This design comes from an exercise in tuning for small area on the open sky130 flow, not from production work.
At most, simulation tests tie the RTL to the original design; equivalence was not proved.
Only the layout flow was run in runs 1 and 2; the RTL was not checked for function there.
Power is estimated from default activity; no workload was simulated.

==> flow/design.v <==
`timescale 1ns/1ps
`default_nettype none
module sound_top (
	input  wire        clock,
	input  wire        reset,
	input  wire        ready,        
	input  wire [3:0]  game_state,
	input  wire        flash_busy,
	input  wire [7:0]  flash_data,
	output wire [22:0] flash_addr,
	output wire        flash_read,
	output logic       loaded,
	output logic [7:0] to_ac97_data
);
	localparam logic [3:0] GS_IDLE = 4'd0, GS_POP = 4'd4, GS_MISSED = 4'd9, GS_WHACKED = 4'd10;
	logic [3:0] k;         
	logic       rd;        
	logic       waiting;   
	logic [7:0] first_pop, first_missed, first_whacked;
	logic [7:0] cring [0:8];
	logic [3:0] cpos;       
	logic       cshift;     
	logic       cseek;      
	logic       at_start;   
	logic       ld_last;    
	logic       ld_done;    
	logic       arrive;     
	logic [2:0] ld_region;
	logic [3:0] ld_low;
	assign ld_last = (k == 4'd3) || (k == 4'd8) || (k == 4'd11);
	assign ld_done = (k == 4'd12);
	assign arrive  = !loaded && waiting && !flash_busy;
	always_comb begin
		if (k < 4'd4) begin
			ld_region = 3'd2; ld_low = k;
		end else if (k < 4'd9) begin
			ld_region = 3'd3; ld_low = k - 4'd4;
		end else begin
			ld_region = 3'd4; ld_low = k - 4'd9;
		end
	end
	assign flash_read = rd;
	assign flash_addr = {12'd0, loaded ? 3'd1 : ld_region, 4'd0, loaded ? k : ld_low};
	logic [1:0] prev_eff;      
	logic       prev_idle;     
	logic       cfirst;        
	logic [1:0] ctgt;          
	logic [1:0] rsel;          
	logic       clip_done;
	logic [7:0] fir_x;
	logic [1:0] eff;
	logic [3:0] clip_last;
	logic       is_effect, entering, leaving_idle, stall, idle, advance, playing;
	logic [7:0] clip_byte;     
	logic [7:0] mix;           
	logic [8:0] mix_c;
	always_comb begin
		eff       = 2'd1;
		clip_last = 4'd2;
		case (game_state)
			GS_POP: ;
			GS_MISSED:  begin eff = 2'd2; clip_last = 4'd6; end
			GS_WHACKED: begin eff = 2'd3; clip_last = 4'd8; end
			default: eff = 2'd0;
		endcase
		case (ctgt)
			2'd2:    at_start = (cpos == 4'd3);
			2'd3:    at_start = (cpos == 4'd7);
			default: at_start = (cpos == 4'd0);
		endcase
	end
	assign is_effect    = (eff != 2'd0);
	assign idle         = (game_state == GS_IDLE);
	assign entering     = is_effect && (eff != prev_eff);
	assign leaving_idle = !idle && prev_idle;
	assign stall        = flash_busy || rd || leaving_idle;
	assign advance      = ready && !stall;
	assign playing      = is_effect && !clip_done && !entering;
	assign cshift       = loaded ? ((cseek && !at_start) || (advance && playing && !cfirst && cpos != clip_last))
	                             : (arrive && k != 4'd0 && k != 4'd4 && k != 4'd9);
	always_ff @(posedge clock) begin
		rsel <= cfirst ? ctgt : 2'd0;
		if (cshift) begin
			cring[0] <= loaded ? cring[8] : flash_data;
			for (int i = 1; i < 9; i++)
				cring[i] <= cring[i-1];
		end
		if (!reset && arrive) begin
			if (k == 4'd0) first_pop     <= flash_data;
			if (k == 4'd4) first_missed  <= flash_data;
			if (k == 4'd9) first_whacked <= flash_data;
		end
		if (reset)
			cpos <= 4'd0;
		else if (loaded && cshift)
			cpos <= (cpos == 4'd8) ? 4'd0 : cpos + 4'd1;
		if (reset) begin
			k            <= 4'd0;
			rd           <= 1'b0;
			waiting      <= 1'b0;
			loaded       <= 1'b0;
			prev_eff     <= 2'd0;
			prev_idle    <= 1'b1;
			cfirst       <= 1'b1;
			ctgt         <= 2'd1;
			cseek        <= 1'b0;
			clip_done    <= 1'b1;
			fir_x        <= 8'd0;
			to_ac97_data <= 8'd0;
		end else if (!loaded) begin
			if (!rd && !waiting) begin
				if (ld_done) begin
					loaded <= 1'b1;
					k      <= 4'd0;      
				end else
					rd <= 1'b1;          
			end else if (rd && !flash_busy) begin
				rd      <= 1'b0;
				waiting <= 1'b1;
			end else if (waiting && !flash_busy) begin
				waiting <= 1'b0;
				k       <= k + 4'd1;
				if (!ld_last)
					rd <= 1'b1;
			end
		end else begin
			prev_eff  <= eff;
			prev_idle <= idle;
			if (at_start)
				cseek <= 1'b0;
			if (rd && !flash_busy)
				rd <= 1'b0;
			if (idle) begin
				k     <= 4'd0;
				rd    <= 1'b0;
				fir_x <= 8'd0;
				if (ready)
					to_ac97_data <= 8'd0;
			end else begin
				if (!flash_busy)
					fir_x <= flash_data;
				if (leaving_idle)
					rd <= 1'b1;
				if (entering) begin
					cfirst    <= 1'b1;
					ctgt      <= eff;
					cseek     <= 1'b1;
					clip_done <= 1'b0;
				end
				if (advance) begin
					k  <= k + 4'd1;
					rd <= 1'b1;
					to_ac97_data <= mix;
					if (playing) begin
						if (cfirst)
							cfirst <= 1'b0;
						else if (cpos == clip_last)
							clip_done <= 1'b1;       
					end
				end
			end
		end
	end
	logic [7:0]  ring [0:30];
	logic [7:0]  xb;           
	logic [7:0]  val;          
	logic [4:0]  r_age;        
	logic [4:0]  win;          
	logic        clear;        
	logic        act;
	logic [7:0]  m;            
	logic        n;            
	logic [7:0]  vx;
	logic [17:0] sum, acc;     
	logic        cpend, cmid;  
	assign act = (win != 5'd0);
	assign val = (r_age == 5'd0) ? xb : (clear ? 8'd0 : ring[30]);
	assign m[0] = act & ((r_age == 5'd0) | (r_age == 5'd1) | (r_age == 5'd2) | (r_age == 5'd3) | (r_age == 5'd5) | (r_age == 5'd6) | (r_age == 5'd11) | (r_age == 5'd12) | (r_age == 5'd14) | (r_age == 5'd16) | (r_age == 5'd18) | (r_age == 5'd19) | (r_age == 5'd24) | (r_age == 5'd25) | (r_age == 5'd27) | (r_age == 5'd28) | (r_age == 5'd29) | (r_age == 5'd30));
	assign m[1] = act & ((r_age == 5'd2) | (r_age == 5'd4) | (r_age == 5'd5) | (r_age == 5'd8) | (r_age == 5'd9) | (r_age == 5'd10) | (r_age == 5'd12) | (r_age == 5'd13) | (r_age == 5'd14) | (r_age == 5'd16) | (r_age == 5'd17) | (r_age == 5'd18) | (r_age == 5'd20) | (r_age == 5'd21) | (r_age == 5'd22) | (r_age == 5'd25) | (r_age == 5'd26) | (r_age == 5'd28));
	assign m[2] = act & ((r_age == 5'd3) | (r_age == 5'd4) | (r_age == 5'd5) | (r_age == 5'd6) | (r_age == 5'd10) | (r_age == 5'd11) | (r_age == 5'd13) | (r_age == 5'd17) | (r_age == 5'd19) | (r_age == 5'd20) | (r_age == 5'd24) | (r_age == 5'd25) | (r_age == 5'd26) | (r_age == 5'd27));
	assign m[3] = act & ((r_age == 5'd8) | (r_age == 5'd9) | (r_age == 5'd10) | (r_age == 5'd12) | (r_age == 5'd13) | (r_age == 5'd14) | (r_age == 5'd16) | (r_age == 5'd17) | (r_age == 5'd18) | (r_age == 5'd20) | (r_age == 5'd21) | (r_age == 5'd22));
	assign m[4] = act & ((r_age == 5'd9) | (r_age == 5'd12) | (r_age == 5'd14) | (r_age == 5'd16) | (r_age == 5'd18) | (r_age == 5'd21));
	assign m[5] = act & ((r_age == 5'd10) | (r_age == 5'd13) | (r_age == 5'd14) | (r_age == 5'd16) | (r_age == 5'd17) | (r_age == 5'd20));
	assign m[6] = act & ((r_age == 5'd11) | (r_age == 5'd12) | (r_age == 5'd13) | (r_age == 5'd14) | (r_age == 5'd16) | (r_age == 5'd17) | (r_age == 5'd18) | (r_age == 5'd19));
	assign m[7] = act & ((r_age == 5'd15));
	assign n = act & ((r_age == 5'd0) | (r_age == 5'd1) | (r_age == 5'd2) | (r_age == 5'd3) | (r_age == 5'd4) | (r_age == 5'd5) | (r_age == 5'd6) | (r_age == 5'd24) | (r_age == 5'd25) | (r_age == 5'd26) | (r_age == 5'd27) | (r_age == 5'd28) | (r_age == 5'd29) | (r_age == 5'd30));
	assign vx = val ^ {8{n}};
	wire mt_1, mt_2, mt_3, mt_4, mt_5, mt_6, mt_7, mt_8, mt_9, mt_10, mt_11, mt_12, mt_13, mt_14, mt_15, mt_16, mt_17, mt_18, mt_19, mt_20, mt_21, mt_22, mt_23, mt_24, mt_25, mt_26, mt_27, mt_28, mt_29, mt_30, mt_31, mt_32, mt_33, mt_34, mt_35, mt_36, mt_37, mt_38, mt_39, mt_40, mt_41, mt_42, mt_43, mt_44, mt_45, mt_46, mt_47, mt_48, mt_49, mt_50, mt_51, mt_52, mt_53, mt_54, mt_55, mt_56, mt_57, mt_58, mt_59, mt_60, mt_61, mt_62, mt_63, mt_64, mt_65, mt_66, mt_67, mt_68, mt_69, mt_70, mt_71, mt_72, mt_73, mt_74, mt_75, mt_76, mt_77, mt_78, mt_79, mt_80, mt_81, mt_82, mt_83, mt_84, mt_85, mt_86, mt_87, mt_88, mt_89, mt_90, mt_91, mt_92, mt_93, mt_94, mt_95, mt_96, mt_97, mt_98, mt_99, mt_100, mt_101, mt_102, mt_103, mt_104, mt_105, mt_106, mt_107, mt_108, mt_109, mt_110, mt_111, mt_112, mt_113, mt_114, mt_115, mt_116, mt_117, mt_118, mt_119, mt_120, mt_121, mt_122, mt_123, mt_124, mt_125, mt_126, mt_127, mt_128, mt_129, mt_130, mt_131, mt_132, mt_133, mt_134, mt_135, mt_136, mt_137, mt_138, mt_139, mt_140, mt_141, mt_142, mt_143;
	wire [7:0] pp0 = {~(vx[7] & m[0]), vx[6:0] & {7{m[0]}}};
	wire [7:0] pp1 = {~(vx[7] & m[1]), vx[6:0] & {7{m[1]}}};
	wire [7:0] pp2 = {~(vx[7] & m[2]), vx[6:0] & {7{m[2]}}};
	wire [7:0] pp3 = {~(vx[7] & m[3]), vx[6:0] & {7{m[3]}}};
	wire [7:0] pp4 = {~(vx[7] & m[4]), vx[6:0] & {7{m[4]}}};
	wire [7:0] pp5 = {~(vx[7] & m[5]), vx[6:0] & {7{m[5]}}};
	wire [8:0] pp6;
	assign pp6[0] = vx[0] & m[6];
	assign pp6[1] = (vx[1] & m[6]) | (vx[0] & m[7]);
	assign pp6[2] = (vx[2] & m[6]) | (vx[1] & m[7]);
	assign pp6[3] = (vx[3] & m[6]) | (vx[2] & m[7]);
	assign pp6[4] = (vx[4] & m[6]) | (vx[3] & m[7]);
	assign pp6[5] = (vx[5] & m[6]) | (vx[4] & m[7]);
	assign pp6[6] = (vx[6] & m[6]) | (vx[5] & m[7]);
	assign pp6[7] = (vx[7] & m[6]) | (vx[6] & m[7]);
	assign pp6[8] = ~(vx[7] & (m[6] | m[7]));
	ha u_mt_1 (.a(sum[5]), .b(pp0[5]), .s(mt_1), .co(mt_2));
	fa u_mt_3 (.a(sum[6]), .b(pp0[6]), .c(pp1[5]), .s(mt_3), .co(mt_4));
	ha u_mt_5 (.a(pp2[4]), .b(pp3[3]), .s(mt_5), .co(mt_6));
	fa u_mt_7 (.a(sum[7]), .b(pp0[7]), .c(pp1[6]), .s(mt_7), .co(mt_8));
	fa u_mt_9 (.a(pp2[5]), .b(pp3[4]), .c(pp4[3]), .s(mt_9), .co(mt_10));
	ha u_mt_11 (.a(pp5[2]), .b(pp6[1]), .s(mt_11), .co(mt_12));
	fa u_mt_13 (.a(sum[8]), .b(pp1[7]), .c(pp2[6]), .s(mt_13), .co(mt_14));
	fa u_mt_15 (.a(pp3[5]), .b(pp4[4]), .c(pp5[3]), .s(mt_15), .co(mt_16));
	fa u_mt_17 (.a(sum[9]), .b(pp2[7]), .c(pp3[6]), .s(mt_17), .co(mt_18));
	ha u_mt_19 (.a(sum[3]), .b(pp0[3]), .s(mt_19), .co(mt_20));
	fa u_mt_21 (.a(sum[4]), .b(pp0[4]), .c(pp1[3]), .s(mt_21), .co(mt_22));
	ha u_mt_23 (.a(pp2[2]), .b(pp3[1]), .s(mt_23), .co(mt_24));
	fa u_mt_25 (.a(mt_1), .b(pp1[4]), .c(pp2[3]), .s(mt_25), .co(mt_26));
	fa u_mt_27 (.a(pp3[2]), .b(pp4[1]), .c(pp5[0]), .s(mt_27), .co(mt_28));
	fa u_mt_29 (.a(mt_2), .b(mt_3), .c(mt_5), .s(mt_29), .co(mt_30));
	fa u_mt_31 (.a(pp4[2]), .b(pp5[1]), .c(pp6[0]), .s(mt_31), .co(mt_32));
	fa u_mt_33 (.a(mt_4), .b(mt_6), .c(mt_7), .s(mt_33), .co(mt_34));
	assign mt_35 = ~(mt_9 ^ mt_11);
	assign mt_36 = mt_9 | mt_11;
	fa u_mt_37 (.a(mt_8), .b(mt_10), .c(mt_12), .s(mt_37), .co(mt_38));
	fa u_mt_39 (.a(mt_13), .b(mt_15), .c(pp6[2]), .s(mt_39), .co(mt_40));
	fa u_mt_41 (.a(mt_14), .b(mt_16), .c(mt_17), .s(mt_41), .co(mt_42));
	fa u_mt_43 (.a(pp4[5]), .b(pp5[4]), .c(pp6[3]), .s(mt_43), .co(mt_44));
	fa u_mt_45 (.a(mt_18), .b(sum[10]), .c(pp3[7]), .s(mt_45), .co(mt_46));
	fa u_mt_47 (.a(pp4[6]), .b(pp5[5]), .c(pp6[4]), .s(mt_47), .co(mt_48));
	fa u_mt_49 (.a(sum[11]), .b(pp4[7]), .c(pp5[6]), .s(mt_49), .co(mt_50));
	ha u_mt_51 (.a(sum[2]), .b(pp0[2]), .s(mt_51), .co(mt_52));
	fa u_mt_53 (.a(mt_19), .b(pp1[2]), .c(pp2[1]), .s(mt_53), .co(mt_54));
	fa u_mt_55 (.a(mt_20), .b(mt_21), .c(mt_23), .s(mt_55), .co(mt_56));
	fa u_mt_57 (.a(mt_22), .b(mt_24), .c(mt_25), .s(mt_57), .co(mt_58));
	fa u_mt_59 (.a(mt_26), .b(mt_28), .c(mt_29), .s(mt_59), .co(mt_60));
	fa u_mt_61 (.a(mt_30), .b(mt_32), .c(mt_33), .s(mt_61), .co(mt_62));
	fa u_mt_63 (.a(mt_34), .b(mt_36), .c(mt_37), .s(mt_63), .co(mt_64));
	fa u_mt_65 (.a(mt_38), .b(mt_40), .c(mt_41), .s(mt_65), .co(mt_66));
	fa u_mt_67 (.a(mt_42), .b(mt_44), .c(mt_45), .s(mt_67), .co(mt_68));
	fa u_mt_69 (.a(mt_46), .b(mt_48), .c(mt_49), .s(mt_69), .co(mt_70));
	fa u_mt_71 (.a(mt_50), .b(sum[12]), .c(pp5[7]), .s(mt_71), .co(mt_72));
	ha u_mt_73 (.a(sum[13]), .b(pp6[7]), .s(mt_73), .co(mt_74));
	ha u_mt_75 (.a(sum[1]), .b(pp0[1]), .s(mt_75), .co(mt_76));
	fa u_mt_77 (.a(mt_51), .b(pp1[1]), .c(pp2[0]), .s(mt_77), .co(mt_78));
	fa u_mt_79 (.a(mt_52), .b(mt_53), .c(pp3[0]), .s(mt_79), .co(mt_80));
	fa u_mt_81 (.a(mt_54), .b(mt_55), .c(pp4[0]), .s(mt_81), .co(mt_82));
	fa u_mt_83 (.a(mt_56), .b(mt_57), .c(mt_27), .s(mt_83), .co(mt_84));
	fa u_mt_85 (.a(mt_58), .b(mt_59), .c(mt_31), .s(mt_85), .co(mt_86));
	fa u_mt_87 (.a(mt_60), .b(mt_61), .c(mt_35), .s(mt_87), .co(mt_88));
	fa u_mt_89 (.a(mt_62), .b(mt_63), .c(mt_39), .s(mt_89), .co(mt_90));
	fa u_mt_91 (.a(mt_64), .b(mt_65), .c(mt_43), .s(mt_91), .co(mt_92));
	fa u_mt_93 (.a(mt_66), .b(mt_67), .c(mt_47), .s(mt_93), .co(mt_94));
	fa u_mt_95 (.a(mt_68), .b(mt_69), .c(pp6[5]), .s(mt_95), .co(mt_96));
	fa u_mt_97 (.a(mt_70), .b(mt_71), .c(pp6[6]), .s(mt_97), .co(mt_98));
	assign mt_99 = ~(mt_72 ^ mt_73);
	assign mt_100 = mt_72 | mt_73;
	fa u_mt_101 (.a(mt_74), .b(sum[14]), .c(pp6[8]), .s(mt_101), .co(mt_102));
	assign mt_103 = ~sum[15];
	assign mt_104 = sum[15];
	assign mt_105 = ~sum[16];
	assign mt_106 = sum[16];
	assign mt_107 = ~sum[17];
	assign mt_108 = sum[17];
	ha u_mt_109 (.a(sum[0]), .b(pp0[0]), .s(mt_109), .co(mt_110));
	fa u_mt_111 (.a(mt_75), .b(pp1[0]), .c(mt_110), .s(mt_111), .co(mt_112));
	fa u_mt_113 (.a(mt_76), .b(mt_77), .c(mt_112), .s(mt_113), .co(mt_114));
	fa u_mt_115 (.a(mt_78), .b(mt_79), .c(mt_114), .s(mt_115), .co(mt_116));
	fa u_mt_117 (.a(mt_80), .b(mt_81), .c(mt_116), .s(mt_117), .co(mt_118));
	fa u_mt_119 (.a(mt_82), .b(mt_83), .c(mt_118), .s(mt_119), .co(mt_120));
	fa u_mt_121 (.a(mt_84), .b(mt_85), .c(mt_120), .s(mt_121), .co(mt_122));
	fa u_mt_123 (.a(mt_86), .b(mt_87), .c(mt_122), .s(mt_123), .co(mt_124));
	fa u_mt_125 (.a(mt_88), .b(mt_89), .c(mt_124), .s(mt_125), .co(mt_126));
	fa u_mt_127 (.a(mt_90), .b(mt_91), .c(mt_126), .s(mt_127), .co(mt_128));
	assign cmid = mt_128;
	fa u_mt_129 (.a(mt_92), .b(mt_93), .c(cpend), .s(mt_129), .co(mt_130));
	fa u_mt_131 (.a(mt_94), .b(mt_95), .c(mt_130), .s(mt_131), .co(mt_132));
	fa u_mt_133 (.a(mt_96), .b(mt_97), .c(mt_132), .s(mt_133), .co(mt_134));
	fa u_mt_135 (.a(mt_98), .b(mt_99), .c(mt_134), .s(mt_135), .co(mt_136));
	fa u_mt_137 (.a(mt_100), .b(mt_101), .c(mt_136), .s(mt_137), .co(mt_138));
	fa u_mt_139 (.a(mt_102), .b(mt_103), .c(mt_138), .s(mt_139), .co(mt_140));
	fa u_mt_141 (.a(mt_104), .b(mt_105), .c(mt_140), .s(mt_141), .co(mt_142));
	assign mt_143 = mt_106 ^ mt_107 ^ mt_142;
	assign acc = {mt_143, mt_141, mt_139, mt_137, mt_135, mt_133, mt_131, mt_129, mt_127, mt_125, mt_123, mt_121, mt_119, mt_117, mt_115, mt_113, mt_111, mt_109};
	always_ff @(posedge clock) begin
		if (ready)
			xb <= fir_x;
		ring[0] <= val;
		for (int i = 1; i < 31; i++)
			ring[i] <= ring[i-1];
		if (!ready)
			r_age <= (r_age == 5'd0) ? 5'd30 : r_age - 5'd1;
		if (reset) begin
			win   <= 5'd0;
			clear <= 1'b1;
			sum   <= 18'd0;
			cpend <= 1'b0;
		end else begin
			if (ready)
				win <= 5'd1;
			else if (act)
				win <= win + 5'd1;     
			if (win == 5'd31)
				clear <= 1'b0;
			if (ready) begin
				sum   <= 18'd56;
				cpend <= 1'b0;
			end else begin
				sum   <= acc;
				cpend <= cmid;
			end
		end
	end
	always_comb begin
		case (rsel)
			2'd1:    clip_byte = first_pop;
			2'd2:    clip_byte = first_missed;
			2'd3:    clip_byte = first_whacked;
			default: clip_byte = cring[8];
		endcase
		if (!playing)
			clip_byte = 8'd0;
	end
	assign mix_c[0] = cpend;
	for (genvar b = 0; b < 8; b++) begin : g_mix
		fa u_fa (.a(sum[10+b]), .b(clip_byte[b]), .c(mix_c[b]), .s(mix[b]), .co(mix_c[b+1]));
	end
endmodule
module fa (
	input  wire a,
	input  wire b,
	input  wire c,
	output wire s,
	output wire co
);
	assign s  = a ^ b ^ c;
	assign co = (a & b) | (a & c) | (b & c);
endmodule
module ha (
	input  wire a,
	input  wire b,
	output wire s,
	output wire co
);
	assign s  = a ^ b;
	assign co = a & b;
endmodule
`default_nettype wire
==> flow/flow/run.sh <==
#!/bin/bash
# Own flow: the standard layout (standard.sh, unchanged synthesis) with the
# port buffers made from the smallest buffer cell.
set -euo pipefail
bash standard.sh \
	BUFFER_PORTS_ARGS="-buffer_cell sky130_fd_sc_hd__buf_1" \
	finish > flow_make.log 2>&1
==> flow/standard.sh <==
#!/bin/bash
# synth_recipe.tcl (not shown) runs the flow's synth.tcl, then flattens the netlist and writes it again
# the make line also repeats each setting of config.mk as NAME=value (left out here)
make -C /OpenROAD-flow-scripts/flow DESIGN_CONFIG=/design/flow/config.mk WORK_HOME=/design/flow/orfs CLKGATE_MAP_FILE= SYNTH_SCRIPT=/design/flow/synth_recipe.tcl "${@:-finish}"
==> flow/config.mk <==
export PLATFORM = sky130hd
export DESIGN_NAME = sound_top
export DESIGN_NICKNAME = sound_top
export VERILOG_FILES = /design/flow/design.v
export SDC_FILE = /design/flow/constraint.sdc
export NUM_CORES = 4
export LEC_CHECK = 0
export ABC_AREA = 1
export CAP_MARGIN = 20
export CORE_MARGIN = 2
export CORE_UTILIZATION = 40
export CTS_CLUSTER_DIAMETER = 120
export CTS_CLUSTER_SIZE = 30
export SLEW_MARGIN = 20
export SYNTH_HIERARCHICAL = 1
==> flow/constraint.sdc <==
create_clock -name core_clock -period 10.0 [get_ports {clock}]
set_input_delay 2.0000 -clock core_clock [delete_from_list [all_inputs] [get_ports {clock}]]
set_output_delay 2.0000 -clock core_clock [all_outputs]
set_load 0.01 [all_outputs]
==> results of run 1 <==
## power groups by stage
stage | combinational, mW | clock, mW | sequential, mW
5_1_grt | 0.549 | 0.891 | 1.82
4_1_cts | 0.469 | 0.831 | 1.81
3_3_place_gp | 0.455 | 0 | 1.85
6_report | 0.456 | 0.798 | 1.81
3_5_place_dp | 0.467 | 0 | 1.85
2_1_floorplan | 0.371 | 0 | 1.84
## how the worst max path moves through the flow
stage / endpoint / slack [ns]
5_1_grt: sum[17] / 2.20
2_1_floorplan: cring[0][0] / 3.09
3_3_place_gp: sum[17] / 2.63
4_1_cts: sum[17] / 2.61
3_5_place_dp: sum[17] / 2.61
6_report: sum[17] / 2.59
## per-layer routing
metal | routed length, um | global-route usage (%)
met1 | 11400 | 18.4
met2 | 10800 | 20.6
met3 | 712 | 1.74
met5 | 13 | 0
met4 | 602 | 3.56
## per-stage QoR
stage	hold slack [ns]	setup WS, ns	instance area (um^2)	util (%)	cells
5_1_grt	0.322	2.20	15400	43.4	1667
4_1_cts	0.318	2.61	15400	43.4	1667
6_report	0.320	2.59	15400	43.4	1667
3_5_place_dp	0.312	2.61	14900	42.1	1641
2_1_floorplan	0.310	3.09	14400	-	1177
3_3_place_gp	0.310	2.63	14900	42.1	1641
## registers in the layout, summed over array words and instances, names as in the netlist, 4 cells and up
name / cells
cring: 72
ring: 248
xb: 8
first_missed: 8
r_age: 5
first_whacked: 8
fir_x: 8
k: 4
cpos: 4
win: 5
to_ac97_data: 8
first_pop: 8
sum: 18
## layout make-up
class / instances / area, um^2 / share of cell area, %
sequential: 419 / 9480 / 61.7
multi-input combinational: 611 / 4260 / 27.7
tap: 461 / 577 / 3.76
clock buffer: 25 / 455 / 2.97
inverter: 114 / 428 / 2.79
timing repair buffer: 36 / 150 / 0.978
clock inverter: 1 / 8.76 / 0.0570
## worst max-delay path, cell delays in order (launching register included)
cell and delay, ns:
edfxtp_1 0.75, inv_1 0.35, o21ai_1 0.42, nand4_4 0.28, nand2_8 0.22, nand2_4 0.08
nand2_4 0.12, nor2_2 0.06, fa_1 0.46, fa_1 0.45, fa_1 0.58, fa_1 0.46
fa_1 0.42, fa_1 0.38, fa_1 0.38, fa_1 0.38, fa_1 0.38, fa_1 0.38
fa_1 0.39, xor2_1 0.16, o21ai_0 0.15, a21oi_1 0.05
## Yosys stat by module (local to each module, per instance)
module / times used / cells inside / flip-flops and latches / area (um^2)
fa: 65 / 1 / 0 / 20.0
ha: 9 / 1 / 0 / 12.5
sound_top: 1 / 1088 / 419 / 12900
## cell usage after synthesis, types with 5 or more instances
cell / count / area share, %
nor2_2: 6 / 0.26
o21ai_2: 9 / 0.55
dfxtp_1: 310 / 43
inv_2: 5 / 0.13
nand3_1: 62 / 2.2
xor2_1: 5 / 0.31
clkbuf_1: 8 / 0.21
buf_4: 18 / 0.94
nand2_4: 15 / 1.2
o21ai_1: 7 / 0.24
nor2_1: 115 / 3.0
a21oi_1: 38 / 1.3
a31oi_1: 9 / 0.39
edfxtp_1: 109 / 23
o21ai_0: 38 / 1.3
inv_1: 106 / 2.8
fa_1: 65 / 9.1
nor3_1: 12 / 0.42
nand2_1: 137 / 3.6
nand4_1: 9 / 0.39
o211ai_1: 5 / 0.26
ha_1: 30 / 2.6
## logic make-up (layout without fill, tap and decap cells)
family	count (synthesis)	count (layout)
xor gates and xnor gates	5	5
DFF	419	419
other	1	16
and+or+nand+nor	376	376
AOI/OAI and AO/OA	119	119
buffers and inverters	147	176
adders and majority gates	95	95
## cell usage in the layout, fill, tap and decap left out, types with 9 or more instances in the layout
master	n
nand2_1	137
inv_1	106
nand2_4	15
buf_1	32
o21ai_2	9
a21oi_1	38
dfxtp_1	310
edfxtp_1	109
o21ai_0	38
ha_1	30
conb_1	16
nand3_1	62
nand4_1	9
a31oi_1	9
nor3_1	12
fa_1	65
clkbuf_16	17
nor2_1	115
==> flow_summary_export.csv, run 1 <==
group,metric,value,unit
outcome,outcome,"complete, no violations",
clock_network,ctsResizeCount,0,
synthesis,synth-simple-area-share,12.4,%
die,core-area,0.0354,mm^2
timing,final_hold_viol_count,0,
final_layout,drive_gt1_share,6.05,%
clock_network,cts_max_path_buffers,3,
clock_network,cts_buffers,17,
power_and_ir_drop,p_total,3.06,mW
power_and_ir_drop,p_seq_share,59.0,%
final_layout,finalNetCount,1310,
synthesis,syn-mean-instance-area,12.3,um^2
synthesis,synth_top_family_by_area,"simple AND/OR/NAND/NOR gates",
power_and_ir_drop,max-vdd-ir-drop,141,uV
critical_path,reg2regPathDepth,21,
timing,finalSetupViolations,0,
critical_path,cp_max_fo,17,
power_and_ir_drop,switching_power,0.780,mW
hold_path,hp-class,"reg2reg",
global_routing,grt_pass1_vias,7616,
synthesis,netlist_instances,1162,
clock_network,clkTransAtPathRegs,0.11,ns
synthesis,async_flop_share,0,%
synthesis,synth_area,0.0143,mm^2
place,numPortBuffers,32,
power_and_ir_drop,cellPowerDensity,200,mW/mm^2
synthesis,synth_flop_cell,"dfxtp_1",
timing,period_needed,7.41,ns
power_and_ir_drop,comb_power_share,14.9,%
synthesis,synth_cell_types,49,
clock_network,cts_tree,"yes",
synthesis,synth.area.mux_share,0,%
detailed_routing,initialDrtViolationCount,383,
power_and_ir_drop,swShare,25.5,%
hold_path,hold-path-endpoint,"ring[27][2]",
die,dieArea,0.0373,mm^2
critical_path,reg2reg_slack,2.59,ns
place,place_congestion,0.839,
detailed_routing,dr_total_vias,7675,
timing,worst_pin_slew,0.926,ns
critical_path,r2r-start,"r_age[4]",
hold_path,min_from,"ring[26][2]",
clock_network,htreeDepth,1,
timing,setup_tns,0,ns
final_layout,area_growth,7.24,%
global_routing,grt_util_all_layers,12.9,%
die,die_x,193,um
die,io_pins,49,
global_routing,grt_max_degree,73,
detailed_routing,dr.pass1.iters,5,
synthesis,ys_seq_elements,419,
critical_path,required,10.43,ns
clock_network,cts_root_buffer,"clkbuf_16",
timing,fin_skew,0.0375,ns
die,die_y,193,um
final_layout,antenna_cells,0,
final_layout,nFillCells,3270,
clock_network,clock_sinks,419,
synthesis,ys_warn_count,9,
timing,finalCritPeriodShare,74.1,%
synthesis,synth_compound_area_share,4.88,%
critical_path,cp-startpoint,"r_age[4]",
global_routing,grt_pass1_wl,39400,um
critical_path,endpoint_kind,"register",
synthesis,synth_adder_area_share,11.7,%
timing,relSlewSlack,37.8,%
detailed_routing,vias_per_cell,4.60,
die,initial_core_util,40.5,%
clock_network,clk_latency,0.54,ns
synthesis,ys_seq_area_share,66.2,%
global_routing,overflow,0,
clock_network,hold_buffers,0,
critical_path,crit_type,"reg2reg",
timing,final_max_slew_viol_count,0,
synthesis,synth_edf_count,109,
critical_path,worstPathArrival,7.84,ns
clock_network,post_cts.repair.setup_buffers,0,
global_routing,antenna_found_initial,1,
timing,rsz0062_at_grt,"no",
job,drv_cap,0,
place,hpwl,16500,um
power_and_ir_drop,total_leakage_power,5.99,nW
synthesis,synthXorXnorAreaFrac,0.306,%
detailed_routing,wl,23600,um
detailed_routing,antenna_left,0,
hold_path,hold_depth,0,
critical_path,start_kind,"register",
critical_path,reg2reg_to,"sum[17]",
power_and_ir_drop,pwr-share-clk,26.1,%
detailed_routing,drc,0,
detailed_routing,wl_per_cell,14.1,um
timing,clock.fmax,135,MHz
die,rows,69,
power_and_ir_drop,p_int,2.28,mW
==> inputs of run 2 (changes only) <==
--- a/flow/config.mk
+++ b/flow/config.mk
@@ -5,7 +5,6 @@
 export SDC_FILE = /design/flow/constraint.sdc
 export NUM_CORES = 4
 export LEC_CHECK = 0
-export ABC_AREA = 1
 export CAP_MARGIN = 20
 export CORE_MARGIN = 2
 export CORE_UTILIZATION = 40
==> run 2 against run 1 <==
Against the previous run: fmax decreased by 7.4%; cell count decreased by 7.8%; final area increased by 0.62%; non-clock buffer count increased by 5; utilization increased by 0.057 points; register-to-register slack got worse by 0.59 ns; global-route usage decreased by 0.21 points; synthesized cell count decreased by 9.5%; clock-buffer cell count decreased by 3; sequential share of layout area decreased by 0.38 points; setup slack got worse by 0.59 ns; combinational power decreased by about 20%.
==> flow_summary_export.csv, run 2 <==
group,metric,value,unit
synthesis,syn-mean-instance-area,13.8,um^2
detailed_routing,wl,23900,um
critical_path,endpoint_kind,"register",
timing,period_needed,8.00,ns
critical_path,reg2regPathDepth,21,
timing,relSlewSlack,35.9,%
clock_network,clk_latency,0.53,ns
die,rows,69,
synthesis,synth_common_cells,"dfxtp_1 (310), edfxtp_1 (109), fa_1 (65)",
critical_path,max_stage_delay,0.78,ns
synthesis,synth_most_common_cell,"dfxtp_1",
synthesis,netlist_instances,1052,
clock_network,hold_buffers,0,
die,io_pins,49,
critical_path,cp_max_fo,17,
clock_network,cts_buffers,17,
clock_network,htreeDepth,1,
hold_path,hold_depth,0,
hold_path,hp-class,"reg2reg",
detailed_routing,wl_met2,10800,um
clock_network,cts_max_path_buffers,3,
clock_network,cts_root_buffer,"clkbuf_16",
final_layout,antenna_cells,0,
synthesis,ys_seq_area_share,65.5,%
die,die_y,194,um
die,dieArea,0.0377,mm^2
timing,final_max_slew_viol_count,0,
final_layout,regMostFlops,"ring",
clock_network,clkTransAtPathRegs,0.11,ns
power_and_ir_drop,max-vdd-ir-drop,160,uV
critical_path,crit_family,"adder cells",
critical_path,path_buf_inv,1,
synthesis,async_flop_share,0,%
timing,finalCritPeriodShare,80.0,%
synthesis,synth_area_leader_cell,"dfxtp_1",
global_routing,grt_pass1_vias,7292,
critical_path,required,10.42,ns
power_and_ir_drop,p_total,2.97,mW
critical_path,worstPathArrival,8.42,ns
detailed_routing,wl_met3,1030,um
global_routing,grt_pass1_wl,38900,um
critical_path,path_cells,"inv_1, ha_1, nor4b_4, nor3b_1, a21oi_1, o21ai_0, nand3b_1, fa_1, fa_1, fa_1, fa_1, fa_1, fa_1, fa_1, fa_1, fa_1, fa_1, fa_1, xnor2_1, xnor2_1, nor3_1",
final_layout,area_growth,6.75,%
critical_path,cpMostUsedCell,"fa_1",
detailed_routing,dr.pass1.iters,5,
detailed_routing,dr_total_vias,7489,
final_layout,final_common_cell,"dfxtp_1",
timing,finalSetupViolations,0,
job,drv_cap,0,
detailed_routing,met1Wirelength,11500,um
final_layout,drive_gt1_share,7.53,%
outcome,outcome,"complete, no violations",
timing,fin_skew,0.0287,ns
die,die_x,194,um
timing,setup_tns,0,ns
global_routing,grt_util_all_layers,12.6,%
timing,final_hold_viol_count,0,
clock_network,cts_tree,"yes",
detailed_routing,wl_per_cell,15.5,um
die,core-area,0.0356,mm^2
final_layout,largest_reg_flops,248,
synthesis,synth_flop_cell,"dfxtp_1",
synthesis,synth_area,0.0145,mm^2
place,place_congestion,0.829,
clock_network,post_cts.repair.setup_buffers,0,
die,initial_core_util,40.7,%
critical_path,start_kind,"register",
power_and_ir_drop,total_leakage_power,5.73,nW
detailed_routing,antenna_left,0,
detailed_routing,initialDrtViolationCount,396,
global_routing,overflow,0,
final_layout,largestRegisters,"ring: 248 flops, cring: 72 flops, sum: 18 flops",
critical_path,worst-path-stages,21,
timing,rsz0062_at_grt,"no",
synthesis,synthTopCellsByArea,"dfxtp_1 (43%), edfxtp_1 (23%), fa_1 (9.0%)",
place,numPortBuffers,32,
timing,worst_pin_slew,0.951,ns
detailed_routing,highest_layer,"met4",
synthesis,synth_top_area_share,42.9,%
final_layout,mostFrequentLayoutCells,"dfxtp_1 (310), edfxtp_1 (109), fa_1 (65), nor3_1 (56), nand2_1 (54)",
power_and_ir_drop,cellPowerDensity,192,mW/mm^2
global_routing,antenna_found_initial,0,
place,hpwl,16000,um
clock_network,clock_sinks,419,
synthesis,synth_edf_count,109,
detailed_routing,vias_per_cell,4.87,
critical_path,crit_type,"reg2reg",
final_layout,finalNetCount,1182,
timing,clock.fmax,125,MHz
critical_path,slowest_stage,"nor4b_4",
clock_network,ctsResizeCount,0,
synthesis,ys_warn_count,9,
synthesis,synth_cell_types,74,
detailed_routing,drc,0,
global_routing,grt_max_degree,73,
synthesis,ys_seq_elements,419,
-- run 2: cell type report --
class                           count  area [um^2]
Sequential cell                   419         9480
Inverter                           39          146
Clock buffer                       22          444
Multi-Input combinational cell    553         4600
Timing Repair Buffer               41          189
Fill cell                        3251        20100
Tap cell                          461          577
Clock inverter                      2         12.5
-- run 2: logic make-up after synthesis --
logic type               synth area share, %
AO/OA/AOI/OAI                           6.54
XOR/XNOR                               0.666
adder cells (fa/ha/maj)                 11.6
buffers and inverters                   3.13
flip-flops                              65.5
multiplexers                            2.58
other                                 0.0259
AND/OR/NAND/NOR                         9.98
-- run 2: routing by layer --
metal	up-vias	GRT usage [%]
met5	-	0
met4	0	3.54
met3	33	2.04
met2	130	19.8
met1	3694	18.2
li1	3632	-
-- run 2: where the power goes --
part | switching (mW) | internal (mW) | leakage [nW]
Combinational | 0.202 | 0.163 | 2.01
Sequential | 0.0381 | 1.77 | 3.50
Clock | 0.472 | 0.319 | 0.221
Total | 0.712 | 2.25 | 5.73
-- run 2: stage by stage --
step / setup slack, ns / instances / hold WS, ns / utilization, % / area [um^2]
after CTS: 1.95 / 1537 / 0.322 / 43.4 / 15400
after detailed placement: 1.97 / 1513 / 0.312 / 42.1 / 15000
after floorplan: 2.74 / 1067 / 0.310 / - / 14500
after global placement: 2.25 / 1513 / 0.312 / 42.1 / 15000
after global routing: 1.46 / 1537 / 0.337 / 43.4 / 15400
final: 2.00 / 1537 / 0.330 / 43.4 / 15400
-- run 2: Yosys stat by module (local to each module, per instance) --
module	copies in the design	cells	area [um^2]
ha	9	1	12.5
fa	65	1	20.0
sound_top	1	978	13100
-- run 2: worst paths after layout --
path	startpoint	to	slack, ns
hold / removal	ring[6][0]	ring[7][0]	0.33
setup reg to reg	r_age[0]	sum[17]	2.00
hold reg to reg	ring[6][0]	ring[7][0]	0.33
setup / recovery	r_age[0]	sum[17]	2.00
-- run 2: worst reg2reg max path, cell delays in order (launching register included) --
cell      delay, ns
edfxtp_1       0.47
inv_1          0.14
ha_1           0.41
nor4b_4        0.78
nor3b_1        0.12
a21oi_1        0.37
o21ai_0        0.34
nand3b_1       0.23
fa_1           0.45
fa_1           0.42
fa_1           0.57
fa_1           0.44
fa_1           0.42
fa_1           0.39
fa_1           0.39
fa_1           0.39
fa_1           0.38
fa_1           0.40
fa_1           0.39
xnor2_1        0.18
xnor2_1        0.14
nor3_1         0.06
==> inputs of run 3 (changes only) <==
--- a/flow/design.v
+++ b/flow/design.v
@@ -174,17 +174,8 @@
 	logic [17:0] sum, acc;     
 	logic        cpend, cmid;  
 	assign act = (win != 5'd0);
-	assign val = (r_age == 5'd0) ? xb : (clear ? 8'd0 : ring[30]);
-	assign m[0] = act & ((r_age == 5'd0) | (r_age == 5'd1) | (r_age == 5'd2) | (r_age == 5'd3) | (r_age == 5'd5) | (r_age == 5'd6) | (r_age == 5'd11) | (r_age == 5'd12) | (r_age == 5'd14) | (r_age == 5'd16) | (r_age == 5'd18) | (r_age == 5'd19) | (r_age == 5'd24) | (r_age == 5'd25) | (r_age == 5'd27) | (r_age == 5'd28) | (r_age == 5'd29) | (r_age == 5'd30));
-	assign m[1] = act & ((r_age == 5'd2) | (r_age == 5'd4) | (r_age == 5'd5) | (r_age == 5'd8) | (r_age == 5'd9) | (r_age == 5'd10) | (r_age == 5'd12) | (r_age == 5'd13) | (r_age == 5'd14) | (r_age == 5'd16) | (r_age == 5'd17) | (r_age == 5'd18) | (r_age == 5'd20) | (r_age == 5'd21) | (r_age == 5'd22) | (r_age == 5'd25) | (r_age == 5'd26) | (r_age == 5'd28));
-	assign m[2] = act & ((r_age == 5'd3) | (r_age == 5'd4) | (r_age == 5'd5) | (r_age == 5'd6) | (r_age == 5'd10) | (r_age == 5'd11) | (r_age == 5'd13) | (r_age == 5'd17) | (r_age == 5'd19) | (r_age == 5'd20) | (r_age == 5'd24) | (r_age == 5'd25) | (r_age == 5'd26) | (r_age == 5'd27));
-	assign m[3] = act & ((r_age == 5'd8) | (r_age == 5'd9) | (r_age == 5'd10) | (r_age == 5'd12) | (r_age == 5'd13) | (r_age == 5'd14) | (r_age == 5'd16) | (r_age == 5'd17) | (r_age == 5'd18) | (r_age == 5'd20) | (r_age == 5'd21) | (r_age == 5'd22));
-	assign m[4] = act & ((r_age == 5'd9) | (r_age == 5'd12) | (r_age == 5'd14) | (r_age == 5'd16) | (r_age == 5'd18) | (r_age == 5'd21));
-	assign m[5] = act & ((r_age == 5'd10) | (r_age == 5'd13) | (r_age == 5'd14) | (r_age == 5'd16) | (r_age == 5'd17) | (r_age == 5'd20));
-	assign m[6] = act & ((r_age == 5'd11) | (r_age == 5'd12) | (r_age == 5'd13) | (r_age == 5'd14) | (r_age == 5'd16) | (r_age == 5'd17) | (r_age == 5'd18) | (r_age == 5'd19));
-	assign m[7] = act & ((r_age == 5'd15));
-	assign n = act & ((r_age == 5'd0) | (r_age == 5'd1) | (r_age == 5'd2) | (r_age == 5'd3) | (r_age == 5'd4) | (r_age == 5'd5) | (r_age == 5'd6) | (r_age == 5'd24) | (r_age == 5'd25) | (r_age == 5'd26) | (r_age == 5'd27) | (r_age == 5'd28) | (r_age == 5'd29) | (r_age == 5'd30));
-	assign vx = val ^ {8{n}};
+	coef_rom u_coef (.r_age(r_age), .act(act), .m(m), .n(n));
+	sample_sel u_sel (.head(ring[30]), .xb(xb), .newest(r_age == 5'd0), .clear(clear), .n(n), .val(val), .vx(vx));
 	wire mt_1, mt_2, mt_3, mt_4, mt_5, mt_6, mt_7, mt_8, mt_9, mt_10, mt_11, mt_12, mt_13, mt_14, mt_15, mt_16, mt_17, mt_18, mt_19, mt_20, mt_21, mt_22, mt_23, mt_24, mt_25, mt_26, mt_27, mt_28, mt_29, mt_30, mt_31, mt_32, mt_33, mt_34, mt_35, mt_36, mt_37, mt_38, mt_39, mt_40, mt_41, mt_42, mt_43, mt_44, mt_45, mt_46, mt_47, mt_48, mt_49, mt_50, mt_51, mt_52, mt_53, mt_54, mt_55, mt_56, mt_57, mt_58, mt_59, mt_60, mt_61, mt_62, mt_63, mt_64, mt_65, mt_66, mt_67, mt_68, mt_69, mt_70, mt_71, mt_72, mt_73, mt_74, mt_75, mt_76, mt_77, mt_78, mt_79, mt_80, mt_81, mt_82, mt_83, mt_84, mt_85, mt_86, mt_87, mt_88, mt_89, mt_90, mt_91, mt_92, mt_93, mt_94, mt_95, mt_96, mt_97, mt_98, mt_99, mt_100, mt_101, mt_102, mt_103, mt_104, mt_105, mt_106, mt_107, mt_108, mt_109, mt_110, mt_111, mt_112, mt_113, mt_114, mt_115, mt_116, mt_117, mt_118, mt_119, mt_120, mt_121, mt_122, mt_123, mt_124, mt_125, mt_126, mt_127, mt_128, mt_129, mt_130, mt_131, mt_132, mt_133, mt_134, mt_135, mt_136, mt_137, mt_138, mt_139, mt_140, mt_141, mt_142, mt_143;
 	wire [7:0] pp0 = {~(vx[7] & m[0]), vx[6:0] & {7{m[0]}}};
 	wire [7:0] pp1 = {~(vx[7] & m[1]), vx[6:0] & {7{m[1]}}};
@@ -325,6 +316,34 @@
 		fa u_fa (.a(sum[10+b]), .b(clip_byte[b]), .c(mix_c[b]), .s(mix[b]), .co(mix_c[b+1]));
 	end
 endmodule
+module sample_sel (
+	input  wire [7:0] head,
+	input  wire [7:0] xb,
+	input  wire       newest,
+	input  wire       clear,
+	input  wire       n,
+	output wire [7:0] val,
+	output wire [7:0] vx
+);
+	assign val = newest ? xb : (clear ? 8'd0 : head);
+	assign vx  = val ^ {8{n}};
+endmodule
+module coef_rom (
+	input  wire [4:0] r_age,
+	input  wire       act,
+	output wire [7:0] m,
+	output wire       n
+);
+	assign m[0] = act & ((r_age == 5'd0) | (r_age == 5'd1) | (r_age == 5'd2) | (r_age == 5'd3) | (r_age == 5'd5) | (r_age == 5'd6) | (r_age == 5'd11) | (r_age == 5'd12) | (r_age == 5'd14) | (r_age == 5'd16) | (r_age == 5'd18) | (r_age == 5'd19) | (r_age == 5'd24) | (r_age == 5'd25) | (r_age == 5'd27) | (r_age == 5'd28) | (r_age == 5'd29) | (r_age == 5'd30));
+	assign m[1] = act & ((r_age == 5'd2) | (r_age == 5'd4) | (r_age == 5'd5) | (r_age == 5'd8) | (r_age == 5'd9) | (r_age == 5'd10) | (r_age == 5'd12) | (r_age == 5'd13) | (r_age == 5'd14) | (r_age == 5'd16) | (r_age == 5'd17) | (r_age == 5'd18) | (r_age == 5'd20) | (r_age == 5'd21) | (r_age == 5'd22) | (r_age == 5'd25) | (r_age == 5'd26) | (r_age == 5'd28));
+	assign m[2] = act & ((r_age == 5'd3) | (r_age == 5'd4) | (r_age == 5'd5) | (r_age == 5'd6) | (r_age == 5'd10) | (r_age == 5'd11) | (r_age == 5'd13) | (r_age == 5'd17) | (r_age == 5'd19) | (r_age == 5'd20) | (r_age == 5'd24) | (r_age == 5'd25) | (r_age == 5'd26) | (r_age == 5'd27));
+	assign m[3] = act & ((r_age == 5'd8) | (r_age == 5'd9) | (r_age == 5'd10) | (r_age == 5'd12) | (r_age == 5'd13) | (r_age == 5'd14) | (r_age == 5'd16) | (r_age == 5'd17) | (r_age == 5'd18) | (r_age == 5'd20) | (r_age == 5'd21) | (r_age == 5'd22));
+	assign m[4] = act & ((r_age == 5'd9) | (r_age == 5'd12) | (r_age == 5'd14) | (r_age == 5'd16) | (r_age == 5'd18) | (r_age == 5'd21));
+	assign m[5] = act & ((r_age == 5'd10) | (r_age == 5'd13) | (r_age == 5'd14) | (r_age == 5'd16) | (r_age == 5'd17) | (r_age == 5'd20));
+	assign m[6] = act & ((r_age == 5'd11) | (r_age == 5'd12) | (r_age == 5'd13) | (r_age == 5'd14) | (r_age == 5'd16) | (r_age == 5'd17) | (r_age == 5'd18) | (r_age == 5'd19));
+	assign m[7] = act & ((r_age == 5'd15));
+	assign n = act & ((r_age == 5'd0) | (r_age == 5'd1) | (r_age == 5'd2) | (r_age == 5'd3) | (r_age == 5'd4) | (r_age == 5'd5) | (r_age == 5'd6) | (r_age == 5'd24) | (r_age == 5'd25) | (r_age == 5'd26) | (r_age == 5'd27) | (r_age == 5'd28) | (r_age == 5'd29) | (r_age == 5'd30));
+endmodule
 module fa (
 	input  wire a,
 	input  wire b,
--- a/flow/config.mk
+++ b/flow/config.mk
@@ -7,8 +7,9 @@
 export LEC_CHECK = 0
 export CAP_MARGIN = 20
 export CORE_MARGIN = 2
-export CORE_UTILIZATION = 40
+export CORE_UTILIZATION = 75
 export CTS_CLUSTER_DIAMETER = 120
 export CTS_CLUSTER_SIZE = 30
+export PLACE_DENSITY = 0.85
 export SLEW_MARGIN = 20
 export SYNTH_HIERARCHICAL = 1
==> run 3 against run 2 <==
Against the previous run: via count shrank 5.0%; sequential power is essentially flat; clock skew shrank 0.015 ns; first-iteration DRC count grew 38%; final area shrank 3.5%; combinational power grew 11%; sequential share of layout area grew 2.2 points; clock-buffer cell count is the same; non-clock buffer count is the same; clock power shrank 0.9%; flip-flop and latch count is the same; die area shrank 47%; critical path type unchanged; critical endpoint unchanged; largest power group unchanged.
==> flow_summary_export.csv, run 3 <==
group,metric,value,unit
synthesis,synth_most_common_cell,"dfxtp_1",
synthesis,synth_top_area_share,43.8,%
detailed_routing,wl_per_cell,18.2,um
clock_network,clk_latency,0.52,ns
global_routing,gr-usage-met3,3.14,%
clock_network,cts_max_path_buffers,3,
detailed_routing,wl,22700,um
timing,worst_pin_slew,1.08,ns
synthesis,synthTopCellsByArea,"dfxtp_1 (44%), edfxtp_1 (23%), fa_1 (9.2%)",
final_layout,largest_reg_flops,248,
timing,finalSetupViolations,0,
timing,clock.fmax,123,MHz
clock_network,cts_tree,"yes",
critical_path,start_kind,"register",
critical_path,r2r-start,"win[0]",
clock_network,cts_root_buffer,"clkbuf_16",
clock_network,ctsResizeCount,0,
outcome,outcome,"complete, no violations",
detailed_routing,initialDrtViolationCount,547,
die,die_x,141,um
synthesis,synth_cell_types,73,
die,rows,50,
final_layout,area_growth,5.25,%
clock_network,clock_sinks,419,
global_routing,grt_max_degree,73,
global_routing,antenna_found_initial,0,
global_routing,grt_pass1_vias,7137,
synthesis,synth_area_leader_cell,"dfxtp_1",
final_layout,antenna_cells,0,
job,drv_cap,0,
synthesis,synth_area,0.0142,mm^2
clock_network,hold_buffers,0,
critical_path,reg2reg_slack,1.88,ns
synthesis,syn-mean-instance-area,14.4,um^2
critical_path,reg2regPathDepth,21,
die,die_y,141,um
power_and_ir_drop,pwr-share-clk,26.1,%
critical_path,required,10.39,ns
synthesis,synth_common_cells,"dfxtp_1 (310), edfxtp_1 (109), fa_1 (65)",
clock_network,clkTransAtPathRegs,0.11,ns
synthesis,ys_seq_area_share,66.9,%
synthesis,synth_flop_cell,"dfxtp_1",
timing,relSlewSlack,27.7,%
die,io_pins,49,
final_layout,finalNetCount,1120,
final_layout,multi_input_area,0.00437,mm^2
critical_path,cp_max_fo,12,
die,dieArea,0.0200,mm^2
final_layout,nFillCells,1055,
timing,rsz0062_at_grt,"no",
synthesis,async_flop_share,0,%
timing,final_hold_viol_count,0,
hold_path,hold_depth,0,
synthesis,synth_edf_count,109,
clock_network,post_cts.repair.setup_buffers,0,
detailed_routing,dr_total_vias,7118,
final_layout,final_common_cell,"dfxtp_1",
hold_path,hold-path-endpoint,"ring[5][3]",
power_and_ir_drop,p_int,2.28,mW
final_layout,mostFrequentLayoutCells,"dfxtp_1 (310), edfxtp_1 (109), fa_1 (65), and2_1 (62), nand2_1 (45)",
power_and_ir_drop,comb_power_share,13.5,%
place,hpwl,15000,um
timing,setup_tns,0,ns
place,place_congestion,0.839,
detailed_routing,drc,0,
die,core-area,0.0186,mm^2
final_layout,largestRegisters,"ring: 248 flops, cring: 72 flops, sum: 18 flops",
place,numPortBuffers,32,
global_routing,grtUsageMet1,32.5,%
synthesis,ys_seq_elements,419,
critical_path,worstPathArrival,8.51,ns
clock_network,htreeDepth,1,
global_routing,grt_util_all_layers,23.7,%
power_and_ir_drop,p_seq_share,60.5,%
final_layout,drive_gt1_share,7.17,%
global_routing,grt_pass1_wl,37200,um
hold_path,min_from,"ring[4][3]",
clock_network,cts_buffers,17,
power_and_ir_drop,switching_power,0.723,mW
critical_path,endpoint_kind,"register",
detailed_routing,antenna_left,0,
global_routing,overflow,0,
synthesis,ys_warn_count,11,
timing,period_needed,8.12,ns
power_and_ir_drop,max-vdd-ir-drop,191,uV
timing,finalCritPeriodShare,81.2,%
power_and_ir_drop,cellPowerDensity,202,mW/mm^2
timing,final_max_slew_viol_count,0,
final_layout,regMostFlops,"ring",
power_and_ir_drop,total_leakage_power,5.77,nW
die,initial_core_util,76.0,%
power_and_ir_drop,swShare,24.1,%
global_routing,use_met2,40.4,%
timing,fin_skew,0.0133,ns
global_routing,top_usage_layer,"met2",
final_layout,finish.utilization,80.0,%
hold_path,hp-class,"reg2reg",
synthesis,netlist_instances,985,
detailed_routing,vias_per_cell,5.69,
critical_path,crit_type,"reg2reg",
detailed_routing,dr.pass1.iters,5,
final_layout,regArea,0.00948,mm^2
critical_path,reg2reg_to,"sum[17]",
run 3: cell types whose count changed after synthesis, sizes merged, moves of 9 or more:
cell	previous run	this run
a22o	1	10
nand2	55	46
inv	39	30
a21oi	43	26
nor3	60	7
and2	17	62
nand2b	7	19
xor2	3	12
o21a	17	0
run 3: worst max-delay path: stages (launching register included):
cell,delay [ns]
dfxtp_1,0.41
inv_1,0.07
ha_1,0.19
or4b_2,0.36
inv_1,0.16
nor4_2,0.96
xor2_1,0.55
nand2_1,0.18
fa_1,0.45
fa_1,0.58
fa_1,0.44
fa_1,0.50
fa_1,0.43
fa_1,0.39
fa_1,0.38
fa_1,0.39
fa_1,0.38
fa_1,0.39
fa_1,0.39
xnor2_1,0.20
xnor2_1,0.14
nor3_1,0.07
run 3: through the flow:
stage	setup slack, ns	total power, mW	hold WS [ns]	cell area, um^2	cells
floorplan	1.93	2.15	0.310	14200	1000
global placement	2.24	2.24	0.310	14400	1228
detailed placement	1.92	2.26	0.312	14400	1228
CTS	1.91	3.02	0.327	14900	1252
global route	1.35	3.15	0.335	14900	1252
finish	1.88	3.00	0.325	14900	1252
run 3: worst max-delay path by stage:
stage                           from     endpoint  slack, ns  cells past startpoint
after CTS                   r_age[1]      sum[17]       1.91                     23
after global placement        win[0]      sum[17]       2.24                     21
after floorplan           flash_busy  cring[0][0]       1.93                      4
after global routing        r_age[1]      sum[17]       1.35                     23
final                         win[0]      sum[17]       1.88                     21
after detailed placement    r_age[1]      sum[17]       1.92                     23
run 3: layout make-up:
class                      instances  share of cell area [%]
tap                              234                    1.96
multi-input combinational        503                    29.3
clock inverter                     2                  0.0839
sequential                       419                    63.6
clock buffer                      22                    2.98
inverter                          31                   0.781
timing repair buffer              41                    1.27
run 3: layer usage:
metal,wire [um],up-vias,share of wire (%)
met1,9780,3528,43
met2,11300,198,50
met4,629,0,2.8
met5,0,-,0
li1,-,3350,-
met3,1020,42,4.5
run 3: cells by family after synthesis:
family	Yosys count	synth area share [%]
AND/OR/NAND/NOR	247	9.69
multiplexers	26	2.63
flip-flops	419	66.9
AO/OA/AOI/OAI	102	5.15
adder cells (fa/ha/maj)	91	11.5
buffers and inverters	78	2.78
other	1	0.0265
XOR/XNOR	21	1.30
run 3: modules after synthesis, one instance, submodules excluded:
module	area, um^2	flops+latches
sound_top	12200	419
coef_rom	343	0
ha	12.5	0
fa	20.0	0
sample_sel	238	0
run 3: power groups by stage:
stage,Combinational (mW),Sequential [mW],Clock [mW]
floorplan,0.309,1.84,0
global placement,0.387,1.85,0
detailed placement,0.402,1.85,0
CTS,0.409,1.82,0.798
global route,0.475,1.82,0.854
finish,0.404,1.82,0.784
==> inputs of run 4 (changes only) <==
--- a/flow/config.mk
+++ b/flow/config.mk
@@ -7,9 +7,9 @@
 export LEC_CHECK = 0
 export CAP_MARGIN = 20
 export CORE_MARGIN = 2
-export CORE_UTILIZATION = 75
+export CORE_UTILIZATION = 60
 export CTS_CLUSTER_DIAMETER = 120
 export CTS_CLUSTER_SIZE = 30
-export PLACE_DENSITY = 0.85
+export PLACE_DENSITY = 0.75
 export SLEW_MARGIN = 20
 export SYNTH_HIERARCHICAL = 1
==> run 4 against run 3 <==
Against the previous run: flip-flop and latch count unchanged; routed wire length decreased by 5.4%; clock power hardly changed; largest power group unchanged.
==> flow_summary_export.csv, run 4 <==
group,metric,value,unit
outcome,outcome,"complete, no violations",
global_routing,grt_pass1_wl,34900,um
detailed_routing,initialDrtViolationCount,412,
final_layout,regArea,0.00948,mm^2
timing,relSlewSlack,30.0,%
global_routing,grt_util_all_layers,17.9,%
final_layout,final_common_cell,"dfxtp_1",
hold_path,hold_depth,0,
clock_network,cts_max_path_buffers,3,
synthesis,syn-mean-instance-area,14.4,um^2
final_layout,largest_reg_flops,248,
clock_network,cts_tree,"yes",
detailed_routing,dr.pass1.iters,4,
final_layout,nFillCells,1710,
die,die_x,158,um
synthesis,synth_common_cells,"dfxtp_1 (310), edfxtp_1 (109), fa_1 (65)",
timing,setup_tns,0,ns
power_and_ir_drop,max-vdd-ir-drop,165,uV
clock_network,ctsResizeCount,0,
critical_path,reg2regPathDepth,21,
clock_network,hold_buffers,0,
hold_path,hold-path-endpoint,"ring[4][3]",
die,dieArea,0.0248,mm^2
synthesis,ys_seq_elements,419,
timing,worst_pin_slew,1.04,ns
die,io_pins,49,
synthesis,netlist_instances,985,
die,core-area,0.0233,mm^2
critical_path,crit_family,"adder cells",
detailed_routing,wl_met3,709,um
clock_network,clkTransAtPathRegs,0.12,ns
detailed_routing,dr_total_vias,6825,
critical_path,slowest_stage,"nor4_2",
timing,final_max_slew_viol_count,0,
die,initial_core_util,60.7,%
detailed_routing,wl_met2,9950,um
critical_path,path_buf_inv,2,
synthesis,synthTopCellsByArea,"dfxtp_1 (44%), edfxtp_1 (23%), fa_1 (9.2%)",
clock_network,clk_latency,0.52,ns
synthesis,ys_warn_count,11,
clock_network,post_cts.repair.setup_buffers,0,
synthesis,synth_flop_cell,"dfxtp_1",
synthesis,synth_area,0.0142,mm^2
global_routing,overflow,0,
place,hpwl,14200,um
critical_path,required,10.40,ns
timing,fin_skew,0.0187,ns
timing,rsz0062_at_grt,"no",
critical_path,r2r-start,"win[0]",
hold_path,min_from,"ring[3][3]",
final_layout,drive_gt1_share,6.97,%
detailed_routing,vias_per_cell,5.10,
critical_path,path_cells,"inv_1, ha_1, or4b_2, inv_1, nor4_2, xor2_1, nand2_1, fa_1, fa_1, fa_1, fa_1, fa_1, fa_1, fa_1, fa_1, fa_1, fa_1, fa_1, xnor2_1, xnor2_1, nor3_1",
global_routing,grt_max_degree,73,
place,numPortBuffers,32,
clock_network,clock_sinks,419,
final_layout,mostFrequentLayoutCells,"dfxtp_1 (310), edfxtp_1 (109), fa_1 (65), and2_1 (62), nand2_1 (45)",
synthesis,ys_seq_area_share,66.9,%
clock_network,cts_buffers,17,
timing,period_needed,8.01,ns
synthesis,synth_top_area_share,43.8,%
timing,final_hold_viol_count,0,
job,drv_cap,0,
power_and_ir_drop,total_leakage_power,5.77,nW
clock_network,htreeDepth,1,
synthesis,synth_area_leader_cell,"dfxtp_1",
detailed_routing,met1Wirelength,10300,um
clock_network,cts_root_buffer,"clkbuf_16",
final_layout,multi_input_area,0.00437,mm^2
critical_path,crit_type,"reg2reg",
synthesis,synth_edf_count,109,
timing,finalCritPeriodShare,80.1,%
power_and_ir_drop,p_total,2.99,mW
final_layout,area_growth,5.95,%
timing,finalSetupViolations,0,
hold_path,hp-class,"reg2reg",
place,place_congestion,0.821,
power_and_ir_drop,cellPowerDensity,199,mW/mm^2
detailed_routing,wl,21500,um
critical_path,worstPathArrival,8.41,ns
detailed_routing,antenna_left,0,
detailed_routing,drc,0,
global_routing,grt_pass1_vias,6741,
detailed_routing,highest_layer,"met4",
synthesis,synth_most_common_cell,"dfxtp_1",
synthesis,async_flop_share,0,%
final_layout,finalNetCount,1120,
die,rows,56,
timing,clock.fmax,125,MHz
die,die_y,158,um
critical_path,endpoint_kind,"register",
critical_path,cpMostUsedCell,"fa_1",
critical_path,reg2reg_slack,1.99,ns
critical_path,cp_max_fo,12,
final_layout,regMostFlops,"ring",
detailed_routing,wl_per_cell,16.1,um
global_routing,antenna_found_initial,0,
synthesis,synth_cell_types,73,
final_layout,antenna_cells,0,
critical_path,start_kind,"register",
critical_path,max_stage_delay,0.93,ns
final_layout,largestRegisters,"ring: 248 flops, cring: 72 flops, sum: 18 flops",
critical_path,reg2reg_to,"sum[17]",
==> run 4: cell counts after synthesis <==
No cell type changed its count.
==> run 4: through the flow <==
step                instance area (um^2)  cells  setup WS (ns)  hold WS, ns  utilization [%]
floorplan                          14200   1000           1.93        0.310                -
finish                             15000   1337           1.99        0.327             64.3
CTS                                15000   1337           2.00        0.331             64.3
global route                       15000   1337           1.46        0.340             64.3
detailed placement                 14600   1313           1.98        0.312             62.4
global placement                   14600   1313           2.20        0.310             62.4
==> run 4: kinds of logic (layout without fill, tap and decap cells) <==
family | Yosys count | count (layout) | synth area share, %
buffers and inverters | 78 | 96 | 2.78
other | 1 | 16 | 0.0265
XOR/XNOR | 21 | 21 | 1.30
AND/OR/NAND/NOR | 247 | 247 | 9.69
AO/OA/AOI/OAI | 102 | 102 | 5.15
multiplexers | 26 | 26 | 2.63
adder cells (fa/ha/maj) | 91 | 91 | 11.5
flip-flops | 419 | 419 | 66.9
==> run 4: cell type report <==
cell class,instances,area share [%]
Clock buffer,23,2.99
Clock inverter,1,0.0250
Inverter,31,0.776
Multi-Input combinational cell,503,29.1
Sequential cell,419,63.2
Tap cell,319,2.66
Timing Repair Buffer,41,1.26
==> run 4: routing by layer <==
| layer | global-route usage (%) | vias up |
|---|---|---|
| met5 | 0 | - |
| met4 | 5.41 | 0 |
| met3 | 2.57 | 39 |
| met2 | 28.4 | 98 |
| met1 | 25.8 | 3350 |
| li1 | - | 3338 |
==> run 4: Yosys stat by module, one instance, submodules excluded <==
module,flops+latches,cell area [um^2],times used,cells inside
sample_sel,0,238,1,34
fa,0,20.0,65,1
coef_rom,0,343,1,50
ha,0,12.5,9,1
sound_top,419,12200,1,827
==> run 4: power by group <==
| group | total, mW | switching, mW | internal [mW] |
|---|---|---|---|
| Sequential | 1.81 | 0.0398 | 1.78 |
| Combinational | 0.389 | 0.207 | 0.182 |
| Clock | 0.787 | 0.469 | 0.319 |
| Total | 2.99 | 0.715 | 2.28 |
==> run 4: how the worst max path moves through the flow <==
| stage | startpoint | endpoint | slack [ns] | cells past startpoint |
|---|---|---|---|---|
| 3_5_place_dp | r_age[1] | sum[17] | 1.98 | 23 |
| 4_1_cts | win[0] | sum[17] | 2.00 | 21 |
| 3_3_place_gp | win[0] | sum[17] | 2.20 | 21 |
| 6_report | win[0] | sum[17] | 1.99 | 21 |
| 2_1_floorplan | flash_busy | cring[0][0] | 1.93 | 4 |
| 5_1_grt | win[0] | sum[17] | 1.46 | 21 |

==> afterwards: timing with drivers on the ports <==
In the flow no input, the clock included, has a driving cell. The finished layouts below were timed again as built, in two steps.
Step 1 (the two cells are an assumption about what drives the block):
set clk [get_ports {clock}]
set_driving_cell -lib_cell sky130_fd_sc_hd__clkbuf_16 $clk
set_driving_cell -lib_cell sky130_fd_sc_hd__buf_2 [delete_from_list [all_inputs] $clk]
Step 2 adds t to the input delays and takes it off the output delays; t is the mean of the earliest and latest rising clock arrival at the registers after step 1. Input paths then give back, and output paths get back, about the clock's delay inside the block.
Slacks: ideal ports / drivers / drivers and shift; pairs: ideal ports / drivers.
run	t, ns	setup WS [ns]	slew at the worst register clock pin (ns)	pins driven straight from the clock port
run 1	0.569	2.587 / 2.587 / 2.587	0.12 / 0.12	1
run 2	0.570	1.998 / 1.998 / 1.998	0.11 / 0.11	1
run 3	0.559	1.879 / 1.879 / 1.879	0.11 / 0.11	1
run 4	0.562	1.992 / 1.992 / 1.992	0.12 / 0.12	1
After both steps setup and hold are still met in every run listed.
